This design comes from an exercise in tuning for small area, a short achievable clock period and few clock cycles on the open sky130 flow, not from production work. No functional check of the RTL was part of any run shown here. Power is estimated from default activity; no workload was simulated.

### flow/flow/run.sh
#!/bin/bash
set -euo pipefail
MARGIN=$(cat flow/margin.txt)
bash standard.sh SETUP_SLACK_MARGIN=$MARGIN finish > flow_make.log 2>&1
### flow/flow/margin.txt
6.3
### flow/standard.sh
#!/bin/bash
# synth_recipe.tcl (not shown) runs the flow's synth.tcl, then flattens the netlist and writes it again
# the make line also repeats each setting of config.mk as NAME=value (left out here)
make -C /OpenROAD-flow-scripts/flow DESIGN_CONFIG=/design/flow/config.mk WORK_HOME=/design/flow/orfs CLKGATE_MAP_FILE= SYNTH_SCRIPT=/design/flow/synth_recipe.tcl "${@:-finish}"
### flow/config.mk
export PLATFORM = sky130hd
export DESIGN_NAME = nc_cpu_top
export DESIGN_NICKNAME = nc_cpu_top
export VERILOG_FILES = /design/flow/design.v
export SDC_FILE = /design/flow/constraint.sdc
export NUM_CORES = 4
export LEC_CHECK = 0
export CAP_MARGIN = 20
export CORE_MARGIN = 2
export CORE_UTILIZATION = 40
export PLACE_DENSITY = 0.6
export SLEW_MARGIN = 20
### flow/constraint.sdc
create_clock -name core_clock -period 11.0 [get_ports {clk}]
set_input_delay 2.2000 -clock core_clock [delete_from_list [all_inputs] [get_ports {clk}]]
set_output_delay 2.2000 -clock core_clock [all_outputs]
set_load 0.01 [all_outputs]
### flow/design.v
package cpu_pkg;
    typedef logic [15:0] word_t;
    typedef logic [7:0]  bank_t;
    typedef logic [23:0] addr_t;    
    typedef logic [2:0]  reg_idx_t;
    typedef enum logic [3:0] {
        OP_NOP     = 4'h0,
        OP_MOV     = 4'h1,
        OP_ADD     = 4'h2,
        OP_SUB     = 4'h3,
        OP_AND     = 4'h4,
        OP_OR      = 4'h5,
        OP_XOR     = 4'h6,
        OP_CMP     = 4'h7,
        OP_MOVI    = 4'h8,
        OP_MUL     = 4'h9,
        OP_JMPI    = 4'hA,
        OP_JMP     = 4'hB,
        OP_BRANCH  = 4'hC,
        OP_LOAD    = 4'hD,
        OP_STORE   = 4'hE,
        OP_SPECIAL = 4'hF
    } opcode_t;
    typedef struct packed {
        opcode_t    opcode;
        reg_idx_t   rd;
        reg_idx_t   rs;
        reg_idx_t   rt;
        logic [2:0] func;    
    } instr_r_t;
    typedef struct packed {
        opcode_t    opcode;
        logic [2:0] sel;     
        logic [8:0] imm;
    } instr_i_t;
    typedef union packed {
        instr_r_t r;
        instr_i_t i;
    } instr_u;
    typedef enum logic [2:0] {
        ALU_ADD, ALU_SUB, ALU_AND, ALU_OR, ALU_XOR, ALU_MUL, ALU_PASS
    } alu_op_t;
    localparam int FLAG_Z = 0;
    localparam int FLAG_N = 1;
    localparam int FLAG_C = 2;
    localparam int FLAG_V = 3;
    localparam logic [2:0] COND_EQ = 3'd0;
    localparam logic [2:0] COND_NE = 3'd1;
    localparam logic [2:0] COND_CS = 3'd2;
    localparam logic [2:0] COND_CC = 3'd3;
    localparam logic [2:0] COND_MI = 3'd4;
    localparam logic [2:0] COND_PL = 3'd5;
    localparam logic [2:0] COND_VS = 3'd6;
    localparam logic [2:0] COND_VC = 3'd7;
    localparam logic [2:0] FUNC_MOV_RR       = 3'd0;    
    localparam logic [2:0] FUNC_MOV_TO_DBR   = 3'd2;    
    localparam logic [2:0] FUNC_MOV_FROM_DBR = 3'd3;    
    localparam logic [2:0] FUNC_HALT         = 3'd6;
endpackage
`timescale 1ns/1ps
module mul_cs (
    input  logic [15:0] a,
    input  logic [15:0] b,
    output logic [15:0] x,
    output logic [15:0] y
);
    logic s1, c2, s3, c4, s5, c6, s7, c8, s9, c10, s11, c12, s13, c14, s15, c16, s17, c18, s19, c20, s21, c22, s23, c24, s25, c26, s27, c28, s29, c30, s31, c32, s33, c34, s35, c36, s37, c38, s39, c40, s41, c42, s43, c44, s45, c46, s47, c48, s49, c50, s51, c52, s53, c54, s55, c56, s57, c58, s59, c60, s61, c62, s63, c64, s65, c66, s67, c68, s69, c70, s71, c72, s73, c74, s75, c76, s77, c78, s79, c80, s81, c82, s83, c84, s85, c86, s87, c88, s89, c90, s91, c92, s93, c94, s95, c96, s97, c98, s99, c100, s101, c102, s103, c104, s105, c106, s107, c108, s109, c110, s111, c112, s113, c114, s115, c116, s117, c118, s119, c120, s121, c122, s123, c124, s125, c126, s127, c128, s129, c130, s131, c132, s133, c134, s135, c136, s137, c138, s139, c140, s141, c142, s143, c144, s145, c146, s147, c148, s149, c150, s151, c152, s153, c154, s155, c156, s157, c158, s159, c160, s161, c162, s163, c164, s165, c166, s167, c168, s169, c170, s171, c172, s173, c174, s175, c176, s177, c178, s179, c180, s181, c182, s183, c184, s185, c186, s187, c188, s189, c190, s191, c192, s193, c194, s195, c196, s197, c198, s199, c200, s201, c202, s203, c204, s205, c206, s207, c208, s209, c210;
    assign s1 = (a[0] & b[13]) ^ (a[1] & b[12]);
    assign c2 = (a[0] & b[13]) & (a[1] & b[12]);
    assign s3 = (a[0] & b[14]) ^ (a[1] & b[13]) ^ (a[2] & b[12]);
    assign c4 = ((a[0] & b[14]) & (a[1] & b[13])) | ((a[0] & b[14]) & (a[2] & b[12])) | ((a[1] & b[13]) & (a[2] & b[12]));
    assign s5 = (a[3] & b[11]) ^ (a[4] & b[10]);
    assign c6 = (a[3] & b[11]) & (a[4] & b[10]);
    assign s7 = (a[0] & b[15]) ^ (a[1] & b[14]) ^ (a[2] & b[13]);
    assign c8 = ((a[0] & b[15]) & (a[1] & b[14])) | ((a[0] & b[15]) & (a[2] & b[13])) | ((a[1] & b[14]) & (a[2] & b[13]));
    assign s9 = (a[3] & b[12]) ^ (a[4] & b[11]) ^ (a[5] & b[10]);
    assign c10 = ((a[3] & b[12]) & (a[4] & b[11])) | ((a[3] & b[12]) & (a[5] & b[10])) | ((a[4] & b[11]) & (a[5] & b[10]));
    assign s11 = (a[6] & b[9]) ^ (a[7] & b[8]);
    assign c12 = (a[6] & b[9]) & (a[7] & b[8]);
    assign s13 = (a[0] & b[9]) ^ (a[1] & b[8]);
    assign c14 = (a[0] & b[9]) & (a[1] & b[8]);
    assign s15 = (a[0] & b[10]) ^ (a[1] & b[9]) ^ (a[2] & b[8]);
    assign c16 = ((a[0] & b[10]) & (a[1] & b[9])) | ((a[0] & b[10]) & (a[2] & b[8])) | ((a[1] & b[9]) & (a[2] & b[8]));
    assign s17 = (a[3] & b[7]) ^ (a[4] & b[6]);
    assign c18 = (a[3] & b[7]) & (a[4] & b[6]);
    assign s19 = (a[0] & b[11]) ^ (a[1] & b[10]) ^ (a[2] & b[9]);
    assign c20 = ((a[0] & b[11]) & (a[1] & b[10])) | ((a[0] & b[11]) & (a[2] & b[9])) | ((a[1] & b[10]) & (a[2] & b[9]));
    assign s21 = (a[3] & b[8]) ^ (a[4] & b[7]) ^ (a[5] & b[6]);
    assign c22 = ((a[3] & b[8]) & (a[4] & b[7])) | ((a[3] & b[8]) & (a[5] & b[6])) | ((a[4] & b[7]) & (a[5] & b[6]));
    assign s23 = (a[6] & b[5]) ^ (a[7] & b[4]);
    assign c24 = (a[6] & b[5]) & (a[7] & b[4]);
    assign s25 = (a[0] & b[12]) ^ (a[1] & b[11]) ^ (a[2] & b[10]);
    assign c26 = ((a[0] & b[12]) & (a[1] & b[11])) | ((a[0] & b[12]) & (a[2] & b[10])) | ((a[1] & b[11]) & (a[2] & b[10]));
    assign s27 = (a[3] & b[9]) ^ (a[4] & b[8]) ^ (a[5] & b[7]);
    assign c28 = ((a[3] & b[9]) & (a[4] & b[8])) | ((a[3] & b[9]) & (a[5] & b[7])) | ((a[4] & b[8]) & (a[5] & b[7]));
    assign s29 = (a[6] & b[6]) ^ (a[7] & b[5]) ^ (a[8] & b[4]);
    assign c30 = ((a[6] & b[6]) & (a[7] & b[5])) | ((a[6] & b[6]) & (a[8] & b[4])) | ((a[7] & b[5]) & (a[8] & b[4]));
    assign s31 = (a[9] & b[3]) ^ (a[10] & b[2]);
    assign c32 = (a[9] & b[3]) & (a[10] & b[2]);
    assign s33 = (a[2] & b[11]) ^ (a[3] & b[10]) ^ (a[4] & b[9]);
    assign c34 = ((a[2] & b[11]) & (a[3] & b[10])) | ((a[2] & b[11]) & (a[4] & b[9])) | ((a[3] & b[10]) & (a[4] & b[9]));
    assign s35 = (a[5] & b[8]) ^ (a[6] & b[7]) ^ (a[7] & b[6]);
    assign c36 = ((a[5] & b[8]) & (a[6] & b[7])) | ((a[5] & b[8]) & (a[7] & b[6])) | ((a[6] & b[7]) & (a[7] & b[6]));
    assign s37 = (a[8] & b[5]) ^ (a[9] & b[4]) ^ (a[10] & b[3]);
    assign c38 = ((a[8] & b[5]) & (a[9] & b[4])) | ((a[8] & b[5]) & (a[10] & b[3])) | ((a[9] & b[4]) & (a[10] & b[3]));
    assign s39 = (a[11] & b[2]) ^ (a[12] & b[1]) ^ (a[13] & b[0]);
    assign c40 = ((a[11] & b[2]) & (a[12] & b[1])) | ((a[11] & b[2]) & (a[13] & b[0])) | ((a[12] & b[1]) & (a[13] & b[0]));
    assign s41 = (a[5] & b[9]) ^ (a[6] & b[8]) ^ (a[7] & b[7]);
    assign c42 = ((a[5] & b[9]) & (a[6] & b[8])) | ((a[5] & b[9]) & (a[7] & b[7])) | ((a[6] & b[8]) & (a[7] & b[7]));
    assign s43 = (a[8] & b[6]) ^ (a[9] & b[5]) ^ (a[10] & b[4]);
    assign c44 = ((a[8] & b[6]) & (a[9] & b[5])) | ((a[8] & b[6]) & (a[10] & b[4])) | ((a[9] & b[5]) & (a[10] & b[4]));
    assign s45 = (a[11] & b[3]) ^ (a[12] & b[2]) ^ (a[13] & b[1]);
    assign c46 = ((a[11] & b[3]) & (a[12] & b[2])) | ((a[11] & b[3]) & (a[13] & b[1])) | ((a[12] & b[2]) & (a[13] & b[1]));
    assign s47 = (a[14] & b[0]) ^ c2 ^ s3;
    assign c48 = ((a[14] & b[0]) & c2) | ((a[14] & b[0]) & s3) | (c2 & s3);
    assign s49 = (a[8] & b[7]) ^ (a[9] & b[6]) ^ (a[10] & b[5]);
    assign c50 = ((a[8] & b[7]) & (a[9] & b[6])) | ((a[8] & b[7]) & (a[10] & b[5])) | ((a[9] & b[6]) & (a[10] & b[5]));
    assign s51 = (a[11] & b[4]) ^ (a[12] & b[3]) ^ (a[13] & b[2]);
    assign c52 = ((a[11] & b[4]) & (a[12] & b[3])) | ((a[11] & b[4]) & (a[13] & b[2])) | ((a[12] & b[3]) & (a[13] & b[2]));
    assign s53 = (a[14] & b[1]) ^ (a[15] & b[0]) ^ c4;
    assign c54 = ((a[14] & b[1]) & (a[15] & b[0])) | ((a[14] & b[1]) & c4) | ((a[15] & b[0]) & c4);
    assign s55 = c6 ^ s7 ^ s9;
    assign c56 = (c6 & s7) | (c6 & s9) | (s7 & s9);
    assign s57 = (a[0] & b[6]) ^ (a[1] & b[5]);
    assign c58 = (a[0] & b[6]) & (a[1] & b[5]);
    assign s59 = (a[0] & b[7]) ^ (a[1] & b[6]) ^ (a[2] & b[5]);
    assign c60 = ((a[0] & b[7]) & (a[1] & b[6])) | ((a[0] & b[7]) & (a[2] & b[5])) | ((a[1] & b[6]) & (a[2] & b[5]));
    assign s61 = (a[3] & b[4]) ^ (a[4] & b[3]);
    assign c62 = (a[3] & b[4]) & (a[4] & b[3]);
    assign s63 = (a[0] & b[8]) ^ (a[1] & b[7]) ^ (a[2] & b[6]);
    assign c64 = ((a[0] & b[8]) & (a[1] & b[7])) | ((a[0] & b[8]) & (a[2] & b[6])) | ((a[1] & b[7]) & (a[2] & b[6]));
    assign s65 = (a[3] & b[5]) ^ (a[4] & b[4]) ^ (a[5] & b[3]);
    assign c66 = ((a[3] & b[5]) & (a[4] & b[4])) | ((a[3] & b[5]) & (a[5] & b[3])) | ((a[4] & b[4]) & (a[5] & b[3]));
    assign s67 = (a[6] & b[2]) ^ (a[7] & b[1]);
    assign c68 = (a[6] & b[2]) & (a[7] & b[1]);
    assign s69 = (a[2] & b[7]) ^ (a[3] & b[6]) ^ (a[4] & b[5]);
    assign c70 = ((a[2] & b[7]) & (a[3] & b[6])) | ((a[2] & b[7]) & (a[4] & b[5])) | ((a[3] & b[6]) & (a[4] & b[5]));
    assign s71 = (a[5] & b[4]) ^ (a[6] & b[3]) ^ (a[7] & b[2]);
    assign c72 = ((a[5] & b[4]) & (a[6] & b[3])) | ((a[5] & b[4]) & (a[7] & b[2])) | ((a[6] & b[3]) & (a[7] & b[2]));
    assign s73 = (a[8] & b[1]) ^ (a[9] & b[0]) ^ s13;
    assign c74 = ((a[8] & b[1]) & (a[9] & b[0])) | ((a[8] & b[1]) & s13) | ((a[9] & b[0]) & s13);
    assign s75 = (a[5] & b[5]) ^ (a[6] & b[4]) ^ (a[7] & b[3]);
    assign c76 = ((a[5] & b[5]) & (a[6] & b[4])) | ((a[5] & b[5]) & (a[7] & b[3])) | ((a[6] & b[4]) & (a[7] & b[3]));
    assign s77 = (a[8] & b[2]) ^ (a[9] & b[1]) ^ (a[10] & b[0]);
    assign c78 = ((a[8] & b[2]) & (a[9] & b[1])) | ((a[8] & b[2]) & (a[10] & b[0])) | ((a[9] & b[1]) & (a[10] & b[0]));
    assign s79 = c14 ^ s15 ^ s17;
    assign c80 = (c14 & s15) | (c14 & s17) | (s15 & s17);
    assign s81 = (a[8] & b[3]) ^ (a[9] & b[2]) ^ (a[10] & b[1]);
    assign c82 = ((a[8] & b[3]) & (a[9] & b[2])) | ((a[8] & b[3]) & (a[10] & b[1])) | ((a[9] & b[2]) & (a[10] & b[1]));
    assign s83 = (a[11] & b[0]) ^ c16 ^ c18;
    assign c84 = ((a[11] & b[0]) & c16) | ((a[11] & b[0]) & c18) | (c16 & c18);
    assign s85 = s19 ^ s21 ^ s23;
    assign c86 = (s19 & s21) | (s19 & s23) | (s21 & s23);
    assign s87 = (a[11] & b[1]) ^ (a[12] & b[0]) ^ c20;
    assign c88 = ((a[11] & b[1]) & (a[12] & b[0])) | ((a[11] & b[1]) & c20) | ((a[12] & b[0]) & c20);
    assign s89 = c22 ^ c24 ^ s25;
    assign c90 = (c22 & c24) | (c22 & s25) | (c24 & s25);
    assign s91 = s27 ^ s29 ^ s31;
    assign c92 = (s27 & s29) | (s27 & s31) | (s29 & s31);
    assign s93 = s1 ^ c26 ^ c28;
    assign c94 = (s1 & c26) | (s1 & c28) | (c26 & c28);
    assign s95 = c30 ^ c32 ^ s33;
    assign c96 = (c30 & c32) | (c30 & s33) | (c32 & s33);
    assign s97 = s35 ^ s37 ^ s39;
    assign c98 = (s35 & s37) | (s35 & s39) | (s37 & s39);
    assign s99 = s5 ^ c34 ^ c36;
    assign c100 = (s5 & c34) | (s5 & c36) | (c34 & c36);
    assign s101 = c38 ^ c40 ^ s41;
    assign c102 = (c38 & c40) | (c38 & s41) | (c40 & s41);
    assign s103 = s43 ^ s45 ^ s47;
    assign c104 = (s43 & s45) | (s43 & s47) | (s45 & s47);
    assign s105 = s11 ^ c42 ^ c44;
    assign c106 = (s11 & c42) | (s11 & c44) | (c42 & c44);
    assign s107 = c46 ^ c48 ^ s49;
    assign c108 = (c46 & c48) | (c46 & s49) | (c48 & s49);
    assign s109 = s51 ^ s53 ^ s55;
    assign c110 = (s51 & s53) | (s51 & s55) | (s53 & s55);
    assign s111 = (a[0] & b[4]) ^ (a[1] & b[3]);
    assign c112 = (a[0] & b[4]) & (a[1] & b[3]);
    assign s113 = (a[0] & b[5]) ^ (a[1] & b[4]) ^ (a[2] & b[3]);
    assign c114 = ((a[0] & b[5]) & (a[1] & b[4])) | ((a[0] & b[5]) & (a[2] & b[3])) | ((a[1] & b[4]) & (a[2] & b[3]));
    assign s115 = (a[3] & b[2]) ^ (a[4] & b[1]);
    assign c116 = (a[3] & b[2]) & (a[4] & b[1]);
    assign s117 = (a[2] & b[4]) ^ (a[3] & b[3]) ^ (a[4] & b[2]);
    assign c118 = ((a[2] & b[4]) & (a[3] & b[3])) | ((a[2] & b[4]) & (a[4] & b[2])) | ((a[3] & b[3]) & (a[4] & b[2]));
    assign s119 = (a[5] & b[1]) ^ (a[6] & b[0]) ^ s57;
    assign c120 = ((a[5] & b[1]) & (a[6] & b[0])) | ((a[5] & b[1]) & s57) | ((a[6] & b[0]) & s57);
    assign s121 = (a[5] & b[2]) ^ (a[6] & b[1]) ^ (a[7] & b[0]);
    assign c122 = ((a[5] & b[2]) & (a[6] & b[1])) | ((a[5] & b[2]) & (a[7] & b[0])) | ((a[6] & b[1]) & (a[7] & b[0]));
    assign s123 = c58 ^ s59 ^ s61;
    assign c124 = (c58 & s59) | (c58 & s61) | (s59 & s61);
    assign s125 = (a[8] & b[0]) ^ c60 ^ c62;
    assign c126 = ((a[8] & b[0]) & c60) | ((a[8] & b[0]) & c62) | (c60 & c62);
    assign s127 = s63 ^ s65 ^ s67;
    assign c128 = (s63 & s65) | (s63 & s67) | (s65 & s67);
    assign s129 = c64 ^ c66 ^ c68;
    assign c130 = (c64 & c66) | (c64 & c68) | (c66 & c68);
    assign s131 = s69 ^ s71 ^ s73;
    assign c132 = (s69 & s71) | (s69 & s73) | (s71 & s73);
    assign s133 = c70 ^ c72 ^ c74;
    assign c134 = (c70 & c72) | (c70 & c74) | (c72 & c74);
    assign s135 = s75 ^ s77 ^ s79;
    assign c136 = (s75 & s77) | (s75 & s79) | (s77 & s79);
    assign s137 = c76 ^ c78 ^ c80;
    assign c138 = (c76 & c78) | (c76 & c80) | (c78 & c80);
    assign s139 = s81 ^ s83 ^ s85;
    assign c140 = (s81 & s83) | (s81 & s85) | (s83 & s85);
    assign s141 = c82 ^ c84 ^ c86;
    assign c142 = (c82 & c84) | (c82 & c86) | (c84 & c86);
    assign s143 = s87 ^ s89 ^ s91;
    assign c144 = (s87 & s89) | (s87 & s91) | (s89 & s91);
    assign s145 = c88 ^ c90 ^ c92;
    assign c146 = (c88 & c90) | (c88 & c92) | (c90 & c92);
    assign s147 = s93 ^ s95 ^ s97;
    assign c148 = (s93 & s95) | (s93 & s97) | (s95 & s97);
    assign s149 = c94 ^ c96 ^ c98;
    assign c150 = (c94 & c96) | (c94 & c98) | (c96 & c98);
    assign s151 = s99 ^ s101 ^ s103;
    assign c152 = (s99 & s101) | (s99 & s103) | (s101 & s103);
    assign s153 = c100 ^ c102 ^ c104;
    assign c154 = (c100 & c102) | (c100 & c104) | (c102 & c104);
    assign s155 = s105 ^ s107 ^ s109;
    assign c156 = (s105 & s107) | (s105 & s109) | (s107 & s109);
    assign s157 = (a[0] & b[3]) ^ (a[1] & b[2]);
    assign c158 = (a[0] & b[3]) & (a[1] & b[2]);
    assign s159 = (a[2] & b[2]) ^ (a[3] & b[1]) ^ (a[4] & b[0]);
    assign c160 = ((a[2] & b[2]) & (a[3] & b[1])) | ((a[2] & b[2]) & (a[4] & b[0])) | ((a[3] & b[1]) & (a[4] & b[0]));
    assign s161 = (a[5] & b[0]) ^ c112 ^ s113;
    assign c162 = ((a[5] & b[0]) & c112) | ((a[5] & b[0]) & s113) | (c112 & s113);
    assign s163 = c114 ^ c116 ^ s117;
    assign c164 = (c114 & c116) | (c114 & s117) | (c116 & s117);
    assign s165 = c118 ^ c120 ^ s121;
    assign c166 = (c118 & c120) | (c118 & s121) | (c120 & s121);
    assign s167 = c122 ^ c124 ^ s125;
    assign c168 = (c122 & c124) | (c122 & s125) | (c124 & s125);
    assign s169 = c126 ^ c128 ^ s129;
    assign c170 = (c126 & c128) | (c126 & s129) | (c128 & s129);
    assign s171 = c130 ^ c132 ^ s133;
    assign c172 = (c130 & c132) | (c130 & s133) | (c132 & s133);
    assign s173 = c134 ^ c136 ^ s137;
    assign c174 = (c134 & c136) | (c134 & s137) | (c136 & s137);
    assign s175 = c138 ^ c140 ^ s141;
    assign c176 = (c138 & c140) | (c138 & s141) | (c140 & s141);
    assign s177 = c142 ^ c144 ^ s145;
    assign c178 = (c142 & c144) | (c142 & s145) | (c144 & s145);
    assign s179 = c146 ^ c148 ^ s149;
    assign c180 = (c146 & c148) | (c146 & s149) | (c148 & s149);
    assign s181 = c150 ^ c152 ^ s153;
    assign c182 = (c150 & c152) | (c150 & s153) | (c152 & s153);
    assign s183 = (a[0] & b[2]) ^ (a[1] & b[1]);
    assign c184 = (a[0] & b[2]) & (a[1] & b[1]);
    assign s185 = (a[2] & b[1]) ^ (a[3] & b[0]) ^ s157;
    assign c186 = ((a[2] & b[1]) & (a[3] & b[0])) | ((a[2] & b[1]) & s157) | ((a[3] & b[0]) & s157);
    assign s187 = s111 ^ c158 ^ s159;
    assign c188 = (s111 & c158) | (s111 & s159) | (c158 & s159);
    assign s189 = s115 ^ c160 ^ s161;
    assign c190 = (s115 & c160) | (s115 & s161) | (c160 & s161);
    assign s191 = s119 ^ c162 ^ s163;
    assign c192 = (s119 & c162) | (s119 & s163) | (c162 & s163);
    assign s193 = s123 ^ c164 ^ s165;
    assign c194 = (s123 & c164) | (s123 & s165) | (c164 & s165);
    assign s195 = s127 ^ c166 ^ s167;
    assign c196 = (s127 & c166) | (s127 & s167) | (c166 & s167);
    assign s197 = s131 ^ c168 ^ s169;
    assign c198 = (s131 & c168) | (s131 & s169) | (c168 & s169);
    assign s199 = s135 ^ c170 ^ s171;
    assign c200 = (s135 & c170) | (s135 & s171) | (c170 & s171);
    assign s201 = s139 ^ c172 ^ s173;
    assign c202 = (s139 & c172) | (s139 & s173) | (c172 & s173);
    assign s203 = s143 ^ c174 ^ s175;
    assign c204 = (s143 & c174) | (s143 & s175) | (c174 & s175);
    assign s205 = s147 ^ c176 ^ s177;
    assign c206 = (s147 & c176) | (s147 & s177) | (c176 & s177);
    assign s207 = s151 ^ c178 ^ s179;
    assign c208 = (s151 & c178) | (s151 & s179) | (c178 & s179);
    assign s209 = s155 ^ c180 ^ s181;
    assign c210 = (s155 & c180) | (s155 & s181) | (c180 & s181);
    assign x = {c208, c206, c204, c202, c200, c198, c196, c194, c192, c190, c188, c186, c184, (a[2] & b[0]), (a[0] & b[1]), (a[0] & b[0])};
    assign y = {s209, s207, s205, s203, s201, s199, s197, s195, s193, s191, s189, s187, s185, s183, (a[1] & b[0]), 1'b0};
endmodule
`timescale 1ns/1ps
module nc_cpu_top #(
    parameter logic [7:0]  RESET_BANK      = 8'h01,
    parameter logic [15:0] RESET_OFFSET    = 16'h8000,
    parameter logic [7:0]  RESET_DATA_BANK = 8'h00
) (
    input  logic        clk,
    input  logic        reset_n,
    output logic        mem_valid,
    output logic        mem_we,
    output logic [23:0] mem_addr,
    output logic [15:0] mem_wdata,
    input  logic        mem_ready,
    input  logic [15:0] mem_rdata,
    output logic        halted
);
    logic [15:0] regs [8];
    logic        fz, fn, fc, fv;
    logic [7:0]  dbr;
    logic [15:0] ir;        
    logic        iv;        
    logic        run;       
    logic [15:0] fa;        
    logic        mph;       
    logic [15:0] mx, my;    
    logic        sv;
    logic [2:0]  sa, sd;
    logic        d_mem, d_st, d_halt, d_mul, d_fwd;
    logic [3:0]  op, nop;
    assign nop  = mem_rdata[15:12];
    logic [2:0]  rd, rs, fnc;
    logic [15:0] simm;
    assign op   = ir[15:12];
    assign rd   = ir[11:9];
    assign rs   = ir[8:6];
    assign fnc  = ir[2:0];
    assign simm = {{7{ir[8]}}, ir[8:0]};
    logic is_jmpi, is_jmp, is_br, is_ld;
    assign is_jmpi = (op == 4'hA);
    assign is_jmp  = (op == 4'hB);
    assign is_br   = (op == 4'hC);
    assign is_ld   = d_mem && !d_st;
    logic [15:0] a_val, b_val;
    logic cond;
    always_comb begin
        case (rd)
            3'd0: cond =  fz;
            3'd1: cond = !fz;
            3'd2: cond =  fc;
            3'd3: cond = !fc;
            3'd4: cond =  fn;
            3'd5: cond = !fn;
            3'd6: cond =  fv;
            default: cond = !fv;
        endcase
    end
    logic        redir, dacc, hlt, mul0, fetching;
    logic [6:0]  page;
    logic [15:0] target, cur;
    assign page   = (fa[8:1] == 8'd0) ? fa[15:9] - 7'd1 : fa[15:9];
    assign redir  = iv && (is_jmpi || is_jmp || (is_br && cond));
    assign target = is_jmpi ? {page, ir[8:0]} : is_jmp ? a_val : fa + simm;
    assign cur    = redir ? target : fa;
    assign dacc     = iv && d_mem;
    assign hlt      = iv && d_halt;
    assign mul0     = iv && d_mul && !mph;
    assign fetching = run && !dacc && !hlt && !mul0;
    assign halted    = hlt;
    assign mem_valid = run && !hlt && !mul0;
    assign mem_we    = dacc && d_st;
    assign mem_addr  = dacc ? {dbr, a_val} : {RESET_BANK, cur};
    assign mem_wdata = b_val;
    logic        sub, cin;
    logic [16:0] sum;
    logic [15:0] bx, mhi, res;
    logic        carry, ovf, z_sum;
    assign sub   = (op == 4'h3) || (op == 4'h7);
    assign cin   = sub;
    assign bx    = sub ? ~b_val : b_val;
    assign sum   = {1'b0, a_val} + {1'b0, bx} + {16'd0, cin};
    assign carry = sum[16] ^ sub;
    assign ovf   = (a_val[15] == bx[15]) && (sum[15] != a_val[15]);
    assign z_sum = &(~((a_val ^ bx) ^ {a_val[14:0] | bx[14:0], cin}));
    logic [15:0] mx_d, my_d;
    logic        mz;
    mul_cs i_mul (.a(a_val), .b(b_val), .x(mx_d), .y(my_d));
    assign mhi = mx + my;
    assign mz  = &(~(mx ^ my ^ {mx[14:0] | my[14:0], 1'b0}));
    logic wr, set_zn, set_cv, dbr_wr, zr;
    always_comb begin
        res    = sum[15:0];
        zr     = z_sum;
        wr     = 1'b0;
        set_cv = 1'b0;
        dbr_wr = 1'b0;
        case (op)
            4'h1: begin
                res = (fnc == 3'd3) ? {8'h00, dbr} : a_val;
                zr  = (fnc == 3'd3) ? (dbr == 8'd0) : (a_val == 16'd0);
                wr  = (fnc == 3'd0) || (fnc == 3'd3);
                dbr_wr = (fnc == 3'd2);
            end
            4'h2, 4'h3: begin wr = 1'b1; set_cv = 1'b1; end
            4'h7:       set_cv = 1'b1;
            4'h4: begin res = a_val & b_val; zr = (res == 16'd0); wr = 1'b1; end
            4'h5: begin res = a_val | b_val; zr = (res == 16'd0); wr = 1'b1; end
            4'h6: begin res = a_val ^ b_val; zr = (res == 16'd0); wr = 1'b1; end
            4'h8: begin res = simm; zr = (ir[8:0] == 9'd0); wr = 1'b1; end
            4'h9: begin res = mhi; zr = mz; wr = 1'b1; end
            4'hD: begin
                res = d_fwd ? b_val : mem_rdata;
                zr  = d_fwd ? (b_val == 16'd0) : (mem_rdata == 16'd0);
                wr  = 1'b1;
            end
            default: ;
        endcase
        set_zn = wr || (op == 4'h7) || is_ld;
    end
    logic ex_alu, ex_ld, wen;
    assign ex_alu = iv && !d_mem && !mul0;
    assign ex_ld  = iv && is_ld && mem_ready;
    assign wen    = (ex_alu && wr) || ex_ld;
    logic st_kill, alu_kill, fwd_hit;
    assign alu_kill = ex_alu && ((wr && (rd == sa || rd == sd)) || dbr_wr);
    assign st_kill  = alu_kill || (ex_ld && (rd == sa || rd == sd));
    assign fwd_hit  = (nop == 4'hD) && sv && !alu_kill && (mem_rdata[8:6] == sa);
    always_ff @(posedge clk or negedge reset_n) begin
        if (!reset_n) begin
            for (int i = 0; i < 8; i++)
                regs[i] <= '0;
            {fz, fn, fc, fv} <= 4'h0;
            dbr <= RESET_DATA_BANK;
            sv  <= 1'b0;
            sa  <= 3'd0;
            sd  <= 3'd0;
        end else begin
            if (wen)
                regs[rd] <= res;
            if ((ex_alu && set_zn) || ex_ld) begin
                fz <= zr;
                fn <= res[15];
            end
            if (ex_alu && set_cv) begin
                fc <= carry;
                fv <= ovf;
            end
            if (ex_alu && dbr_wr)
                dbr <= a_val[7:0];
            if (iv && d_st) begin
                sv <= 1'b1;
                sa <= rs;
                sd <= rd;
            end else if (st_kill) begin
                sv <= 1'b0;
            end
        end
    end
    always_ff @(posedge clk or negedge reset_n) begin
        if (!reset_n) begin
            run <= 1'b0;
            iv  <= 1'b0;
            mph <= 1'b0;
            fa  <= RESET_OFFSET;
        end else begin
            run <= 1'b1;
            mph <= mul0;
            if (fetching) begin
                iv <= mem_ready;
                fa <= mem_ready ? cur + 16'd2 : cur;
            end else if (dacc && mem_ready) begin
                iv <= 1'b0;
            end
        end
    end
    logic [2:0]  na, nb;
    logic        haz_a, haz_b;
    assign na    = mem_rdata[8:6];
    assign nb    = (nop == 4'hE) ? mem_rdata[11:9] : (nop == 4'hD) ? sd : mem_rdata[5:3];
    assign haz_a = ex_alu && wr && (rd == na);
    assign haz_b = ex_alu && wr && (rd == nb);
    always_ff @(posedge clk) begin
        if (fetching && mem_ready) begin
            a_val <= haz_a ? res : regs[na];
            b_val <= haz_b ? res : regs[nb];
        end
    end
    always_ff @(posedge clk) begin
        mx <= mx_d;
        my <= my_d;
        if (fetching && mem_ready) begin
            ir     <= mem_rdata;
            d_mem  <= (nop == 4'hE) || ((nop == 4'hD) && !fwd_hit);
            d_fwd  <= fwd_hit;
            d_st   <= (nop == 4'hE);
            d_halt <= (nop == 4'hF) && (mem_rdata[2:0] == 3'd6);
            d_mul  <= (nop == 4'h9);
        end
    end
endmodule
==> results of run 1 <==
==> power by group through the flow <==
stage,Clock (mW),Sequential (mW),Combinational (mW)
floorplan,0,1.48,1.60
global placement,0,1.58,2.14
detailed placement,0,1.60,2.18
CTS,0.963,1.59,2.36
global route,0.997,1.64,2.71
finish,0.952,1.61,2.47
==> final cells by class <==
class / instances / area (µm²) / share of cell area (%)
multi-input combinational: 1597 / 13300 / 55.5
sequential: 250 / 6370 / 26.6
timing repair buffer: 209 / 1820 / 7.61
tap: 672 / 841 / 3.52
clock buffer: 35 / 757 / 3.17
inverter: 186 / 702 / 2.94
clock inverter: 17 / 156 / 0.654
==> worst max-delay path: stages (launching register included) <==
cell and delay (ns):
edfxtp_1 0.44, ha_4 0.20, fa_2 0.35, a211o_4 0.36, a2111oi_4 0.34, o211ai_1 0.18, nand3_1 0.15, mux2_4 0.31
o211ai_1 0.25, o21ai_1 0.11, buf_2 0.14
==> what timing repair did <==
| item | in CTS | in global routing |
|---|---|---|
| resized for setup | 114 | 59 |
| setup buffers | 75 | 17 |
| cloned | 2 | 3 |
| setup endpoints to repair | 60 | 62 |
| pin swaps | 30 | 25 |
==> cell families after synthesis <==
| family | count (synthesis) |
|---|---|
| other | 1 |
| xor gates and xnor gates | 121 |
| adders and majority gates | 200 |
| and+or+nand+nor | 602 |
| muxes | 220 |
| AOI/OAI and AO/OA | 452 |
| DFF | 250 |
| buffers and inverters | 311 |
==> metrics by stage <==
step,hold WS [ns],instances,setup slack (ns),power (mW),cell area (µm²)
after detailed placement,0.461,2816,4.89,3.78,21700
final,0.460,2966,5.41,5.02,23900
after global routing,0.483,2966,5.26,5.35,23900
after floorplan,0.411,2157,6.07,3.08,20300
after CTS,0.468,2945,5.33,4.91,23500
after global placement,0.434,2816,4.95,3.72,21700
==> registers in the layout (all words and copies together), names as in the netlist, 3 cells and up <==
register  flops
regs        128
a_val        16
b_val        16
fa           16
ir           16
mx           16
my           15
dbr           8
sa            3
sd            3
==> final timing paths <==
path / cells after the start / slack [ns] / to
hold reg to reg: 1 / 0.46 / mph
max in group asynchronous: 2 / 7.88 / regs[6][3]
setup / recovery: 10 / 5.41 / mem_addr[14]
min in group asynchronous: 1 / 1.66 / regs[4][1]
setup reg to reg: 12 / 6.52 / my[15]
hold / removal: 1 / 0.46 / mph
==> cells in the final DEF (no fill, tap or decap), types with 16 or more instances in the layout <==
master,Yosys,final
nor2_1,218,217
inv_1,181,181
nand2_1,169,166
dfrtp_1,165,163
buf_4,2,129
mux2_2,120,119
a21oi_1,115,107
ha_1,119,106
xnor2_1,82,81
fa_1,81,80
o21ai_0,84,72
mux2i_1,63,57
edfxtp_1,53,53
clkdlybuf4s50_1,0,41
o21ai_1,33,39
xor2_1,39,38
o22ai_1,34,34
clkbuf_16,0,31
dfxtp_1,31,31
nor4_1,30,28
mux4_2,28,28
nand3_1,27,26
nor3_1,25,25
nand4_1,22,22
a211oi_1,20,20
o21a_1,18,18
and3_1,16,16
buf_2,14,16
==> per-layer routing <==
metal | wire length (µm) | vias to the layer above | share of wire [%]
li1 | - | 7850 | -
met1 | 31500 | 8736 | 42
met5 | 0 | - | 0
met2 | 34200 | 843 | 45
met3 | 5760 | 208 | 7.6
met4 | 4010 | 0 | 5.3
==> flow_metrics.py, run 1 <==
metrics = {
    "sta": {
        "relSlewSlack_pct": 22.5,
        "finalCritPeriodShare_pct": 50.9,
        "rsz0062_at_grt": "true",
        "setup_tns_ns": 0,
        "max_freq_mhz": 179,
        "fin_skew_ns": 0.0507,
        "period_minus_slack_ns": 5.59,
        "drv_slew": 0,
        "worst_pin_slew_ns": 1.16,
        "setup_violations": 0,
        "finalHoldViolCount": 0,
    },
    "outcome": {
        "status": "no timing/DRC/antenna violations",
    },
    "clock_network": {
        "clock_latency_ns": 0.61,
        "clkSinkCount": 250,
        "cts_tree": "done",
        "clkSlewWorstSetupHoldPaths_ns": 0.06,
        "cts_inserted_buffers": 28,
        "root_buffer": "clkbuf_16",
        "postCtsHoldBufs": 0,
        "clock_path_buffers": 3,
        "htree_levels": 1,
    },
    "yosys": {
        "synth_edf_count": 53,
        "synth-xor-area-share_pct": 5.22,
        "synth_fa_ha_area_share_pct": 15.3,
        "ys_seq_elements": 250,
        "synth_top_family_by_area": "adder cells",
        "synthMuxAreaShare_pct": 13.5,
        "syn_nets": 2376,
        "synth_ff_type": "dfrtp_1",
        "synth.most_common_cell": "nor2_1",
        "ys_top_cells_by_area": "dfrtp_1 20%, fa_1 8.0%, edfxtp_1 7.8%, ha_1 7.3%, mux2_2 6.7%",
        "synth_top_area_share_pct": 20.3,
        "yosys.area.top_type": "dfrtp_1",
        "synth-simple-area-share_pct": 14.2,
        "synthesis.area_mm2": 0.0203,
        "synthArstFlopShare_pct": 66.4,
        "synth-compound-area-share_pct": 14.4,
        "postSynthAreaPerCell_um2": 9.41,
        "ys_warn_count": 2,
        "synth_common_cells": "218 x nor2_1, 181 x inv_1, 169 x nand2_1",
        "syn_inst": 2157,
        "yosysSeqAreaShare_pct": 31.4,
        "yosysUniqueCellTypes": 96,
    },
    "drt": {
        "vias": 17600,
        "ant_nets": 0,
        "wl_per_cell_um": 25.4,
        "dr.pass1.iters": 8,
        "vias_per_cell": 5.95,
        "wl_um": 75500,
        "drc": 0,
        "dr.first_iter.drc_count": 1777,
    },
    "die": {
        "rows": 82,
        "core_mm2": 0.0501,
        "dieHeight_um": 229,
        "num_io_pins": 62,
        "dieArea_mm2": 0.0525,
        "start_util_pct": 40.5,
        "fp.dieW_um": 229,
    },
    "pwr": {
        "power_density_mw_per_mm2": 210,
        "sw_frac_of_total_pct": 40.7,
        "p_int_mw": 2.98,
        "seq_power_share_pct": 32.0,
        "p_leak_nw": 10.1,
        "p_comb_share_pct": 49.1,
        "p_sw_mw": 2.04,
        "clkPwrFrac_pct": 19.0,
        "irDropWorstVdd_mv": 0.153,
    },
    "place": {
        "gp_congestion": 0.955,
        "post-dp-hpwl_um": 50700,
        "port-buffer-count": 61,
    },
    "final_layout": {
        "syn_to_final_growth_pct": 17.9,
        "post-route-util_pct": 47.8,
        "num_antenna_cells": 0,
        "finalNetCount": 2491,
        "layout-drive-gt1-share_pct": 19.9,
        "nFillCells": 4787,
    },
    "global_routing": {
        "grt_busiest_layer": "met2",
        "use_met3_pct": 4.10,
        "grt_use_met2_pct": 45.0,
        "grt_pass1_wl_um": 113000,
        "grtUsageMet1_pct": 37.9,
        "grt-ovfl-total": 0,
        "grt_max_degree": 100,
        "grt_use_total_pct": 28.3,
        "grt_pass1_vias": 17700,
        "antenna_found_initial": 1,
    },
    "flow_run": {
        "maxCapViolCount": 0,
    },
    "worst_hold_path": {
        "min-delay-start": "mph",
        "worstHoldPathType": "reg2reg",
    },
    "setup_path": {
        "crit_fanout": 2,
        "critPathKind": "reg2out",
        "reg2reg_from": "a_val[7]",
        "worstPathArrival_ns": 3.39,
        "cp-start-kind": "register",
        "critPathCaptureType": "output port",
        "crit_start": "ir[0]",
        "worstPathRequired_ns": 8.80,
    },
}
==> run 2: changes to the inputs <==
--- a/flow/design.v
+++ b/flow/design.v
@@ -294,7 +294,8 @@
     input  logic [15:0] mem_rdata,
     output logic        halted
 );
-    logic [15:0] regs [8];
+    logic [15:0] regs [8];   
+    logic [7:0]  rv;         
     logic        fz, fn, fc, fv;
     logic [7:0]  dbr;
     logic [15:0] ir;        
@@ -314,7 +315,7 @@
     assign rd   = ir[11:9];
     assign rs   = ir[8:6];
     assign fnc  = ir[2:0];
-    assign simm = {{7{ir[8]}}, ir[8:0]};
+    assign simm = {{7{ir[8]}}, ir[8:0]};    
     logic is_jmpi, is_jmp, is_br, is_ld;
     assign is_jmpi = (op == 4'hA);
     assign is_jmp  = (op == 4'hB);
@@ -335,12 +336,12 @@
         endcase
     end
     logic        redir, dacc, hlt, mul0, fetching;
-    logic [6:0]  page;
-    logic [15:0] target, cur;
-    assign page   = (fa[8:1] == 8'd0) ? fa[15:9] - 7'd1 : fa[15:9];
+    logic [15:0] target, cur, fa_next;
+    logic [15:0] tgt;       
     assign redir  = iv && (is_jmpi || is_jmp || (is_br && cond));
-    assign target = is_jmpi ? {page, ir[8:0]} : is_jmp ? a_val : fa + simm;
-    assign cur    = redir ? target : fa;
+    assign target  = is_jmp ? a_val : tgt;
+    assign cur     = redir ? target : fa;
+    assign fa_next = cur + 16'd2;
     assign dacc     = iv && d_mem;
     assign hlt      = iv && d_halt;
     assign mul0     = iv && d_mul && !mph;
@@ -406,8 +407,7 @@
     assign fwd_hit  = (nop == 4'hD) && sv && !alu_kill && (mem_rdata[8:6] == sa);
     always_ff @(posedge clk or negedge reset_n) begin
         if (!reset_n) begin
-            for (int i = 0; i < 8; i++)
-                regs[i] <= '0;
+            rv <= 8'h00;
             {fz, fn, fc, fv} <= 4'h0;
             dbr <= RESET_DATA_BANK;
             sv  <= 1'b0;
@@ -415,7 +415,7 @@
             sd  <= 3'd0;
         end else begin
             if (wen)
-                regs[rd] <= res;
+                rv[rd] <= 1'b1;
             if ((ex_alu && set_zn) || ex_ld) begin
                 fz <= zr;
                 fn <= res[15];
@@ -446,7 +446,7 @@
             mph <= mul0;
             if (fetching) begin
                 iv <= mem_ready;
-                fa <= mem_ready ? cur + 16'd2 : cur;
+                fa <= mem_ready ? fa_next : cur;
             end else if (dacc && mem_ready) begin
                 iv <= 1'b0;
             end
@@ -459,9 +459,13 @@
     assign haz_a = ex_alu && wr && (rd == na);
     assign haz_b = ex_alu && wr && (rd == nb);
     always_ff @(posedge clk) begin
+        if (wen)
+            regs[rd] <= res;
         if (fetching && mem_ready) begin
-            a_val <= haz_a ? res : regs[na];
-            b_val <= haz_b ? res : regs[nb];
+            a_val <= haz_a ? res : (regs[na] & {16{rv[na]}});
+            tgt   <= (nop == 4'hA) ? {cur[15:9], mem_rdata[8:0]}
+                                   : fa_next + {{7{mem_rdata[8]}}, mem_rdata[8:0]};
+            b_val <= haz_b ? res : (regs[nb] & {16{rv[nb]}});
         end
     end
     always_ff @(posedge clk) begin
==> run 2 against run 1 <==
Against the previous run:
- core utilization up 1.0 points
- global-route usage decreased by 1.9 points
- setup slack better by 0.086 ns
- critical path depth is 3 higher
- clock skew shrank 0.0037 ns
- sequential power down 9%
- clock power is 8% higher
- worst hold slack is essentially flat
- combinational power decreased by 17%
- flip-flop and latch count grew 24
- still clean
- non-clock buffer count fell by 8
==> flow_metrics.py, run 2 <==
metrics = {
    "global_routing": {
        "grt_max_degree": 70,
        "grt_pass1_vias": 16600,
        "grt_use_total_pct": 26.4,
        "antenna_found_initial": 1,
        "grt-ovfl-total": 0,
        "grt_pass1_wl_um": 104000,
    },
    "yosys": {
        "yosysUniqueCellTypes": 86,
        "synth_ff_type": "edfxtp_1",
        "yosys.area.top_type": "edfxtp_1",
        "synthesis.area_mm2": 0.0203,
        "synth_top_area_share_pct": 29.1,
        "ys_top_cells_by_area": "edfxtp_1 29%, fa_1 8.0%, ha_1 7.9%, mux4_2 7.5%, dfrtp_1 5.5%",
        "ys_warn_count": 1,
        "synthArstFlopShare_pct": 16.8,
        "postSynthAreaPerCell_um2": 10.4,
        "synth_common_cells": "214 x nand2_1, 197 x edfxtp_1, 186 x nor2_1",
        "synth.most_common_cell": "nand2_1",
        "yosysSeqAreaShare_pct": 37.8,
        "syn_nets": 2183,
        "synth_edf_count": 197,
        "syn_inst": 1955,
        "ys_seq_elements": 274,
    },
    "clock_network": {
        "cts_inserted_buffers": 30,
        "clkSlewWorstSetupHoldPaths_ns": 0.06,
        "clkSinkCount": 274,
        "clock_latency_ns": 0.61,
        "root_buffer": "clkbuf_16",
        "htree_levels": 1,
        "cts_tree": "done",
        "clock_path_buffers": 3,
        "postCtsHoldBufs": 0,
    },
    "final_layout": {
        "final_cell_mix": "208 x nand2_1, 197 x edfxtp_1, 177 x nor2_1",
        "layout_commonest_cell": "nand2_1",
        "syn_to_final_growth_pct": 20.4,
        "top_register": "regs",
        "layout-drive-gt1-share_pct": 19.8,
        "largest_register_ffs": 128,
        "num_antenna_cells": 0,
        "nFillCells": 4511,
        "finalNetCount": 2327,
    },
    "sta": {
        "finalCritPeriodShare_pct": 50.1,
        "setup_violations": 0,
        "worst_slack_ns": 5.49,
        "setup_tns_ns": 0,
        "fin_skew_ns": 0.0469,
        "relSlewSlack_pct": 22.5,
        "period_minus_slack_ns": 5.51,
        "drv_slew": 0,
        "worst_pin_slew_ns": 1.16,
        "finalHoldViolCount": 0,
        "holdWs_ns": 0.459,
        "max_freq_mhz": 182,
        "rsz0062_at_grt": "true",
    },
    "die": {
        "dieArea_mm2": 0.0526,
        "dieHeight_um": 229,
        "num_io_pins": 62,
        "core_mm2": 0.0502,
        "rows": 82,
        "start_util_pct": 40.5,
        "fp.dieW_um": 229,
    },
    "place": {
        "post-dp-hpwl_um": 49100,
        "detailedPlace.worstSlack_ns": 4.59,
        "gp_congestion": 0.971,
        "port-buffer-count": 61,
    },
    "pwr": {
        "irDropWorstVdd_mv": 0.136,
        "p_leak_nw": 9.68,
        "power_density_mw_per_mm2": 186,
    },
    "drt": {
        "drc": 0,
        "vias": 16700,
        "dr.pass1.iters": 6,
        "dr.first_iter.drc_count": 1942,
        "ant_nets": 0,
        "vias_per_cell": 5.97,
        "wl_um": 71300,
        "wl_per_cell_um": 25.5,
    },
    "worst_hold_path": {
        "worst_hold_path.endpoint": "mph",
        "min-delay-start": "mph",
        "holdPathStages": 1,
        "worstHoldPathType": "reg2reg",
    },
    "outcome": {
        "status": "no timing/DRC/antenna violations",
    },
    "setup_path": {
        "worstPathArrival_ns": 3.31,
        "critPathCaptureType": "output port",
        "r2r_cells": 26,
        "rr_endpoint": "tgt[15]",
        "worstPathRequired_ns": 8.80,
        "critPathKind": "reg2out",
        "rrSetupSlack_ns": 5.70,
        "crit_fanout": 5,
        "cp-start-kind": "register",
        "reg2reg_from": "ir[10]",
    },
    "flow_run": {
        "maxCapViolCount": 0,
    },
}
==> run 2: layout make-up <==
| type | instances | area, µm² | share of cell area (%) |
|---|---|---|---|
| multi-input combinational | 1407 | 12300 | 50.4 |
| sequential | 274 | 7690 | 31.4 |
| timing repair buffer | 201 | 1870 | 7.66 |
| clock buffer | 44 | 906 | 3.70 |
| tap | 672 | 841 | 3.44 |
| inverter | 185 | 707 | 2.89 |
| clock inverter | 12 | 120 | 0.491 |
==> run 2: per-stage QoR <==
step	cells	area (µm²)	power (mW)	utilization, %
floorplan	1955	20600	2.69	-
global placement	2643	22000	3.21	43.8
detailed placement	2643	22000	3.25	43.8
CTS	2758	23900	4.41	47.5
global route	2795	24500	4.81	48.8
finish	2795	24500	4.56	48.8
==> run 2: worst max path at each step <==
stage	startpoint	to	cells past startpoint
finish	ir[10]	mem_addr[5]	13
global route	ir[10]	mem_addr[0]	15
global placement	mem_rdata[13]	b_val[8]	10
CTS	ir[10]	mem_addr[5]	12
floorplan	ir[10]	tgt[15]	22
detailed placement	mem_rdata[13]	b_val[10]	10
==> run 2: cell families (layout without fill, tap and decap cells) <==
family / after synthesis / in the layout / share of synthesized area [%]
adders and majority gates: 209 / 209 / 15.9
and+or+nand+nor: 583 / 583 / 12.9
AOI/OAI and AO/OA: 325 / 325 / 10.5
xor gates and xnor gates: 139 / 139 / 5.99
other: 1 / 1 / 0.0184
muxes: 150 / 150 / 11.7
buffers and inverters: 274 / 442 / 5.16
DFF: 274 / 274 / 37.8
==> run 2: critical path, stage by stage (launching register included) <==
cell and delay (ns):
edfxtp_1 0.37, buf_6 0.12, clkinv_4 0.05, ha_4 0.18, ha_4 0.17, a22o_1 0.17
a221o_1 0.26, a211o_1 0.29, a32o_2 0.31, buf_12 0.14, buf_16 0.14, mux2i_4 0.21
o21ai_2 0.17, buf_2 0.15
==> run 2: repair_timing <==
item,CTS,global route
setup endpoints to repair,46,52
pin swaps,32,42
gates resized for setup,145,54
gates cloned,3,2
buffers inserted,56,34
==> run 2: routing by layer <==
layer  share of wire (%)  up-vias  track usage (%)
met5               0.014        -                0
met4                 4.6        2             10.6
met3                 8.4      208             4.05
met2                  45      873             41.2
met1                  42     8363             36.8
li1                    -     7233                -
==> run 2: power by group <==
part / leakage, nW / switching [mW] / internal (mW)
registers: 2.63 / 0.146 / 1.32
clock network: 0.497 / 0.438 / 0.596
logic: 6.56 / 1.16 / 0.903
==> run 3: changes to the inputs <==
--- a/flow/design.v
+++ b/flow/design.v
@@ -307,6 +307,7 @@
     logic        sv;
     logic [2:0]  sa, sd;
     logic        d_mem, d_st, d_halt, d_mul, d_fwd;
+    logic        d_uj, d_br;    
     logic [3:0]  op, nop;
     assign nop  = mem_rdata[15:12];
     logic [2:0]  rd, rs, fnc;
@@ -316,29 +317,24 @@
     assign rs   = ir[8:6];
     assign fnc  = ir[2:0];
     assign simm = {{7{ir[8]}}, ir[8:0]};    
-    logic is_jmpi, is_jmp, is_br, is_ld;
-    assign is_jmpi = (op == 4'hA);
+    logic is_jmp, is_ld;
     assign is_jmp  = (op == 4'hB);
-    assign is_br   = (op == 4'hC);
     assign is_ld   = d_mem && !d_st;
     logic [15:0] a_val, b_val;
-    logic cond;
+    logic cond, cflag;
     always_comb begin
-        case (rd)
-            3'd0: cond =  fz;
-            3'd1: cond = !fz;
-            3'd2: cond =  fc;
-            3'd3: cond = !fc;
-            3'd4: cond =  fn;
-            3'd5: cond = !fn;
-            3'd6: cond =  fv;
-            default: cond = !fv;
+        case (rd[2:1])
+            2'd0: cflag = fz;
+            2'd1: cflag = fc;
+            2'd2: cflag = fn;
+            default: cflag = fv;
         endcase
     end
+    assign cond = cflag ^ rd[0];
     logic        redir, dacc, hlt, mul0, fetching;
     logic [15:0] target, cur, fa_next;
     logic [15:0] tgt;       
-    assign redir  = iv && (is_jmpi || is_jmp || (is_br && cond));
+    assign redir  = iv && (d_uj || (d_br && cond));
     assign target  = is_jmp ? a_val : tgt;
     assign cur     = redir ? target : fa;
     assign fa_next = cur + 16'd2;
@@ -478,6 +474,8 @@
             d_st   <= (nop == 4'hE);
             d_halt <= (nop == 4'hF) && (mem_rdata[2:0] == 3'd6);
             d_mul  <= (nop == 4'h9);
+            d_uj   <= (nop == 4'hA) || (nop == 4'hB);
+            d_br   <= (nop == 4'hC);
         end
     end
 endmodule
==> run 3 against run 2 <==
Against the previous run:
- via count decreased by 3.3%
- global-route usage fell by 0.35 points
- area after synthesis down 0.49%
- largest cell class unchanged
- non-clock buffer count is 28 lower
- still clean on timing, DRC and antenna
- critical path depth fell by 3
- final cell count shrank 0.47%
- setup slack better by 0.42 ns
==> flow_metrics.py, run 3 <==
metrics = {
    "die": {
        "rows": 82,
        "dieArea_mm2": 0.0524,
        "start_util_pct": 40.4,
        "fp.dieW_um": 229,
        "num_io_pins": 62,
        "core_mm2": 0.0501,
        "dieHeight_um": 229,
    },
    "setup_path": {
        "cp-start-kind": "register",
        "crit_fanout": 5,
        "critPathCaptureType": "output port",
        "worstPathRequired_ns": 8.80,
        "worstPathArrival_ns": 2.89,
        "rrSetupSlack_ns": 5.94,
        "critPathKind": "reg2out",
    },
    "yosys": {
        "syn_nets": 2203,
        "ys_warn_count": 1,
        "postSynthAreaPerCell_um2": 10.2,
        "yosys.area.top_type": "edfxtp_1",
        "synth_common_cells": "199 x edfxtp_1, 195 x inv_1, 180 x nor2_1",
        "synthesis.area_mm2": 0.0202,
        "synth.most_common_cell": "edfxtp_1",
        "yosysUniqueCellTypes": 74,
        "synth_top_area_share_pct": 29.5,
        "ys_seq_elements": 276,
        "synth_edf_count": 199,
        "ys_top_cells_by_area": "edfxtp_1 30%, fa_1 8.0%, ha_1 7.7%, dfrtp_1 5.6%, mux2i_1 4.5%",
        "syn_inst": 1979,
        "synthArstFlopShare_pct": 16.7,
        "synth_ff_type": "edfxtp_1",
        "yosysSeqAreaShare_pct": 38.3,
    },
    "drt": {
        "dr.pass1.iters": 6,
        "vias": 16100,
        "ant_nets": 0,
        "vias_per_cell": 5.80,
        "wl_per_cell_um": 24.9,
        "wl_um": 69400,
        "drc": 0,
        "dr.first_iter.drc_count": 1754,
    },
    "sta": {
        "finalHoldViolCount": 0,
        "rsz0062_at_grt": "true",
        "worst_pin_slew_ns": 1.11,
        "setup_tns_ns": 0,
        "fin_skew_ns": 0.0178,
        "period_minus_slack_ns": 5.09,
        "drv_slew": 0,
        "holdWs_ns": 0.481,
        "relSlewSlack_pct": 25.9,
        "finalCritPeriodShare_pct": 46.3,
        "setup_violations": 0,
        "max_freq_mhz": 196,
    },
    "global_routing": {
        "grt_use_total_pct": 26.0,
        "grt_max_degree": 70,
        "grt-ovfl-total": 0,
        "antenna_found_initial": 3,
        "grt_pass1_wl_um": 103000,
        "grt_pass1_vias": 16000,
    },
    "clock_network": {
        "clkSlewWorstSetupHoldPaths_ns": 0.07,
        "postCtsHoldBufs": 0,
        "cts_inserted_buffers": 31,
        "clock_path_buffers": 3,
        "clock_latency_ns": 0.60,
        "htree_levels": 1,
        "clkSinkCount": 276,
        "cts_tree": "done",
        "root_buffer": "clkbuf_16",
    },
    "final_layout": {
        "layout-drive-gt1-share_pct": 16.8,
        "nFillCells": 4724,
        "final_area_mm2": 0.0238,
        "multiInputGateArea_mm2": 0.0117,
        "final_cell_mix": "199 x edfxtp_1, 193 x inv_1, 174 x nor2_1",
        "finalNetCount": 2308,
        "largest_register_ffs": 128,
        "syn_to_final_growth_pct": 17.6,
        "top_register": "regs",
        "finalNonFillerCells": 2782,
        "layout_commonest_cell": "edfxtp_1",
        "ff_latch_area_mm2": 0.00775,
    },
    "pwr": {
        "power_density_mw_per_mm2": 195,
        "power_mw": 4.65,
        "irDropWorstVdd_mv": 0.154,
        "p_leak_nw": 9.67,
    },
    "outcome": {
        "status": "no timing/DRC/antenna violations",
    },
    "place": {
        "place_area_mm2": 0.0216,
        "post-dp-hpwl_um": 48000,
        "gp_congestion": 0.974,
        "placedCellCount": 2656,
        "port-buffer-count": 61,
    },
    "worst_hold_path": {
        "worstHoldPathType": "reg2reg",
    },
    "flow_run": {
        "maxCapViolCount": 0,
    },
}
run 3: cell count changes after synthesis, moves of 8 or more:
| cell | change |
|---|---|
| nand2_1 | -61 |
| o21ai_1 | +13 |
| mux2i_1 | +34 |
| o211ai_1 | +19 |
| mux2_2 | +22 |
| xor2_1 | +10 |
| o21ai_0 | +20 |
| clkbuf_1 | +8 |
| o22ai_1 | +27 |
| mux4_2 | -34 |
| inv_1 | +18 |
| a21oi_1 | -10 |
| nor3_1 | -8 |
| nor4_1 | -8 |
run 3: metal layers:
layer	GRT usage, %	share of wire, %	vias to the layer above	routed length, µm
met1	35.4	41	8057	28800
met3	5.09	8.6	182	5960
li1	-	-	7152	-
met2	41.8	46	731	31900
met5	0	0.023	-	16
met4	8.30	4.0	2	2790
run 3: layout make-up:
| cell class | instances | share of cell area (%) |
|---|---|---|
| well taps | 672 | 3.53 |
| flip-flops and latches | 276 | 32.6 |
| inverters | 203 | 3.24 |
| diodes | 1 | 0.0105 |
| clock buffers | 38 | 3.60 |
| multi-input cells | 1399 | 49.4 |
| repair buffers | 173 | 6.59 |
| clock inverters | 20 | 1.10 |
run 3: worst paths after layout:
kind / startpoint / endpoint / depth (start not counted)
hold reg to reg: rv[6] / rv[6] / 1
max in group asynchronous: reset_n / iv / 2
hold / removal: rv[6] / rv[6] / 1
setup / recovery: ir[11] / mem_addr[1] / 10
min in group asynchronous: reset_n / fa[8] / 2
setup reg to reg: ir[11] / tgt[14] / 23
run 3: logic make-up after synthesis:
group | share of synthesized area, %
AND/OR/NAND/NOR | 11.5
adder cells (fa/ha/maj) | 15.7
buffers and inverters | 5.79
XOR/XNOR | 6.49
flip-flops | 38.3
AO/OA/AOI/OAI | 11.0
multiplexers | 11.2
other | 0.0185
run 3: per-stage QoR:
stage | utilization [%] | setup WS, ns
2_1_floorplan | - | 6.32
3_3_place_gp | 43.2 | 5.20
3_5_place_dp | 43.2 | 5.13
4_1_cts | 46.9 | 5.93
5_1_grt | 47.5 | 5.79
6_report | 47.5 | 5.91
run 3: what timing repair did:
item,CTS,global route
gates resized for setup,152,42
pin swaps,17,15
gates cloned,4,1
setup endpoints to repair,68,67
setup buffers,42,20
run 3: report_power, final:
group | internal, mW | total [mW] | switching [mW]
clock network | 0.675 | 1.13 | 0.454
logic | 0.856 | 2.08 | 1.22
registers | 1.32 | 1.44 | 0.119
run 3: worst max-delay path, cell delays in order, from the launching register on:
cell,delay [ns]
edfxtp_1,0.49
mux2i_2,0.21
and4_4,0.20
o41ai_4,0.32
buf_6,0.20
buf_12,0.11
buf_16,0.11
mux2i_4,0.29
inv_2,0.07
o21ai_2,0.14
buf_2,0.15
==> run 4: changes to the inputs <==
--- a/flow/design.v
+++ b/flow/design.v
@@ -307,7 +307,8 @@
     logic        sv;
     logic [2:0]  sa, sd;
     logic        d_mem, d_st, d_halt, d_mul, d_fwd;
-    logic        d_uj, d_br;    
+    logic        d_uj;          
+    logic [7:0]  d_bc;          
     logic [3:0]  op, nop;
     assign nop  = mem_rdata[15:12];
     logic [2:0]  rd, rs, fnc;
@@ -321,20 +322,15 @@
     assign is_jmp  = (op == 4'hB);
     assign is_ld   = d_mem && !d_st;
     logic [15:0] a_val, b_val;
-    logic cond, cflag;
-    always_comb begin
-        case (rd[2:1])
-            2'd0: cflag = fz;
-            2'd1: cflag = fc;
-            2'd2: cflag = fn;
-            default: cflag = fv;
-        endcase
-    end
-    assign cond = cflag ^ rd[0];
+    logic taken;
+    assign taken = d_uj || (d_bc[0] &&  fz) || (d_bc[1] && !fz)
+                        || (d_bc[2] &&  fc) || (d_bc[3] && !fc)
+                        || (d_bc[4] &&  fn) || (d_bc[5] && !fn)
+                        || (d_bc[6] &&  fv) || (d_bc[7] && !fv);
     logic        redir, dacc, hlt, mul0, fetching;
     logic [15:0] target, cur, fa_next;
     logic [15:0] tgt;       
-    assign redir  = iv && (d_uj || (d_br && cond));
+    assign redir   = iv && taken;
     assign target  = is_jmp ? a_val : tgt;
     assign cur     = redir ? target : fa;
     assign fa_next = cur + 16'd2;
@@ -449,6 +445,8 @@
         end
     end
     logic [2:0]  na, nb;
+    logic [15:0] simm2;     
+    assign simm2 = {{7{mem_rdata[8]}}, mem_rdata[8:0]} + 16'd2;
     logic        haz_a, haz_b;
     assign na    = mem_rdata[8:6];
     assign nb    = (nop == 4'hE) ? mem_rdata[11:9] : (nop == 4'hD) ? sd : mem_rdata[5:3];
@@ -459,8 +457,7 @@
             regs[rd] <= res;
         if (fetching && mem_ready) begin
             a_val <= haz_a ? res : (regs[na] & {16{rv[na]}});
-            tgt   <= (nop == 4'hA) ? {cur[15:9], mem_rdata[8:0]}
-                                   : fa_next + {{7{mem_rdata[8]}}, mem_rdata[8:0]};
+            tgt   <= (nop == 4'hA) ? {cur[15:9], mem_rdata[8:0]} : cur + simm2;
             b_val <= haz_b ? res : (regs[nb] & {16{rv[nb]}});
         end
     end
@@ -475,7 +472,8 @@
             d_halt <= (nop == 4'hF) && (mem_rdata[2:0] == 3'd6);
             d_mul  <= (nop == 4'h9);
             d_uj   <= (nop == 4'hA) || (nop == 4'hB);
-            d_br   <= (nop == 4'hC);
+            for (int i = 0; i < 8; i++)
+                d_bc[i] <= (nop == 4'hC) && (mem_rdata[11:9] == i[2:0]);
         end
     end
 endmodule
==> run 4 against run 3 <==
Against the previous run:
- still clean
- sequential share of layout area increased by 0.19 points
- area after synthesis increased by 2.2%
- first-iteration DRC count decreased by 7.0%
- critical path depth unchanged
- total power decreased by 2.0%
- maximum frequency increased by 6.7%
- non-clock buffer count decreased by 10
- register-to-register slack improved by 0.57 ns
- setup slack improved by 0.32 ns
- largest power group unchanged
==> flow_metrics.py, run 4 <==
metrics = {
    "die": {
        "dieHeight_um": 231,
        "num_io_pins": 62,
        "dieArea_mm2": 0.0535,
        "fp.dieW_um": 231,
        "rows": 83,
        "start_util_pct": 40.4,
        "core_mm2": 0.0512,
    },
    "drt": {
        "wl_um": 70300,
        "vias": 16500,
        "vias_per_cell": 5.79,
        "wl_per_cell_um": 24.6,
        "ant_nets": 0,
        "drc": 0,
        "dr.pass1.iters": 6,
        "dr.first_iter.drc_count": 1631,
    },
    "clock_network": {
        "clkSinkCount": 283,
        "cts_tree": "done",
        "root_buffer": "clkbuf_16",
        "cts_inserted_buffers": 34,
        "clock_latency_ns": 0.56,
        "clock_path_buffers": 3,
        "clkSlewWorstSetupHoldPaths_ns": 0.06,
        "htree_levels": 2,
    },
    "sta": {
        "period_minus_slack_ns": 4.77,
        "relSlewSlack_pct": 25.8,
        "rsz0062_at_grt": "true",
        "setup_tns_ns": 0,
        "finalCritPeriodShare_pct": 43.4,
        "finalHoldViolCount": 0,
        "setup_violations": 0,
        "drv_slew": 0,
        "max_freq_mhz": 210,
        "worst_slack_ns": 6.23,
        "worst_pin_slew_ns": 1.10,
        "fin_skew_ns": 0.0228,
    },
    "final_layout": {
        "top_register": "regs",
        "final_cell_mix": "206 x edfxtp_1, 198 x inv_1, 195 x nor2_1",
        "num_antenna_cells": 0,
        "post-route-util_pct": 47.4,
        "finalNetCount": 2365,
        "largest_register_ffs": 128,
        "syn_to_final_growth_pct": 17.5,
        "layout-drive-gt1-share_pct": 16.0,
        "finalNonFillerCells": 2853,
        "nFillCells": 4787,
        "final_area_mm2": 0.0243,
        "layout_commonest_cell": "edfxtp_1",
    },
    "global_routing": {
        "grt_use_total_pct": 25.8,
        "grt_pass1_wl_um": 103000,
        "grt-ovfl-total": 0,
        "antenna_found_initial": 2,
        "grt_pass1_vias": 16300,
        "grt_max_degree": 79,
    },
    "place": {
        "detailedPlace.worstSlack_ns": 4.82,
        "port-buffer-count": 61,
        "place_area_mm2": 0.0220,
        "gp_congestion": 0.944,
        "post-dp-hpwl_um": 47200,
        "placedCellCount": 2723,
    },
    "yosys": {
        "synthMuxAreaShare_pct": 10.3,
        "synthArstFlopShare_pct": 16.3,
        "synth_edf_count": 206,
        "ys_warn_count": 1,
        "synth_fa_ha_area_share_pct": 15.0,
        "ys_top_cells_by_area": "edfxtp_1 30%, fa_1 7.8%, ha_1 7.1%, dfrtp_1 5.4%, xnor2_1 4.3%",
        "synth-xor-area-share_pct": 6.10,
        "ys_seq_elements": 283,
        "yosysSeqAreaShare_pct": 38.5,
        "synth_top_area_share_pct": 29.9,
        "synth-compound-area-share_pct": 11.6,
        "postSynthAreaPerCell_um2": 10.1,
        "yosys.area.top_type": "edfxtp_1",
        "synth_top_family_by_area": "adder cells",
        "syn_nets": 2272,
        "yosysUniqueCellTypes": 81,
        "synth_ff_type": "edfxtp_1",
        "syn_inst": 2055,
        "synthesis.area_mm2": 0.0207,
        "synth-simple-area-share_pct": 12.6,
        "synth_common_cells": "206 x edfxtp_1, 199 x nor2_1, 198 x inv_1",
        "synth.most_common_cell": "edfxtp_1",
    },
    "worst_hold_path": {
        "worstHoldPathType": "reg2reg",
    },
    "pwr": {
        "power_density_mw_per_mm2": 187,
        "p_leak_nw": 9.86,
        "irDropWorstVdd_mv": 0.163,
    },
    "flow_run": {
        "maxCapViolCount": 0,
    },
    "setup_path": {
        "critPathKind": "reg2out",
        "worstPathArrival_ns": 2.57,
        "critPathCaptureType": "output port",
        "crit_fanout": 7,
        "worstPathRequired_ns": 8.80,
        "cp-start-kind": "register",
    },
    "outcome": {
        "status": "no timing/DRC/antenna violations",
    },
}
-- run 4: changes by cell type in the layout (fill, tap and decap cells not counted), moves of 7 or more --
cell and delta:
mux2i_4 -9, nor2_1 +21, edfxtp_1 +7, buf_4 -14, o21ai_4 +7, nor3_1 +7
ha_1 -8, nand2_1 +17, a21oi_1 -7, o21ai_2 -8
-- run 4: what timing repair did --
item	in CTS	in global routing
cloned	5	4
gates resized for setup	168	55
hold buffers	0	0
buffers inserted	43	17
setup endpoints to repair	57	86
pin swaps	19	16
hold endpoints to repair	0	0
-- run 4: metal layers --
metal  GRT usage, %  up-vias  wire, µm
met5              0        -        23
met4           9.21        4      2710
met3           4.92      166      5970
met2           41.4      788     32400
met1           34.9     8119     29200
li1               -     7436         -
-- run 4: power breakdown --
part	internal, mW	total [mW]	switching, mW	leakage (nW)
Clock	0.716	1.19	0.473	0.569
Sequential	1.34	1.48	0.138	2.71
Combinational	0.802	1.88	1.08	6.57
-- run 4: cell type report --
type,count,area [µm²],area share [%]
Clock buffer,41,908,3.74
Clock inverter,20,273,1.12
Inverter,205,772,3.18
Multi-Input combinational cell,1461,12000,49.3
Sequential cell,283,7960,32.8
Tap cell,680,851,3.50
Timing Repair Buffer,163,1550,6.38
-- run 4: cells by family (layout without fill, tap and decap cells) --
kind of cell | after synthesis | after routing
XOR/XNOR | 144 | 144
adder cells (fa/ha/maj) | 200 | 200
multiplexers | 165 | 165
AO/OA/AOI/OAI | 384 | 385
other | 1 | 1
buffers and inverters | 314 | 429
flip-flops | 283 | 283
AND/OR/NAND/NOR | 564 | 566
-- run 4: worst paths after layout --
kind                               from  slack (ns)  depth (start not counted)           end
worst max-delay path                 fz        6.23                         10  mem_addr[15]
worst min-delay path                mph        0.44                          1           mph
worst max register to register       fz        6.51                         25       tgt[14]
worst min register to register      mph        0.44                          1           mph
max in group asynchronous       reset_n        8.75                          2            iv
min in group asynchronous       reset_n        1.76                          2        fa[11]
-- run 4: per-stage QoR --
stage,power (mW),hold WS [ns]
after detailed placement,3.13,0.423
after CTS,4.48,0.441
after global routing,4.81,0.475
final,4.55,0.442
after floorplan,2.61,0.399
after global placement,3.08,0.420
-- run 4: critical path, stage by stage, from the launching register on --
cell and delay, ns:
dfrtp_1 0.44, mux2i_2 0.25, nand4b_1 0.25, o21ai_4 0.27, buf_12 0.17, buf_6 0.10
buf_6 0.09, nor2_4 0.03, a21oi_4 0.15, o21ai_2 0.09, buf_2 0.16

==> separate check: timing with driven ports <==
Ports are ideal in the flow. The routed layouts listed here were re-timed in OpenROAD. Step 1 assumes that a clkbuf_16 drives the clock port and a buf_2 every other input. Step 2, shift: input delay + t, output delay - t, t = (earliest + latest rising clock arrival at the registers) / 2. This alone moves slack from input paths to output paths. a / b / c = ideal / step 1 / step 2; a / b = the first two.
run | t, ns | slack for setup (ns)
run 1 | 0.640 | 5.406 / 5.347 / 5.796
run 2 | 0.647 | 5.492 / 5.434 / 5.660
run 3 | 0.641 | 5.909 / 5.855 / 5.583
run 4 | 0.605 | 6.228 / 6.169 / 5.779
After both steps setup and hold are still met in every run listed.
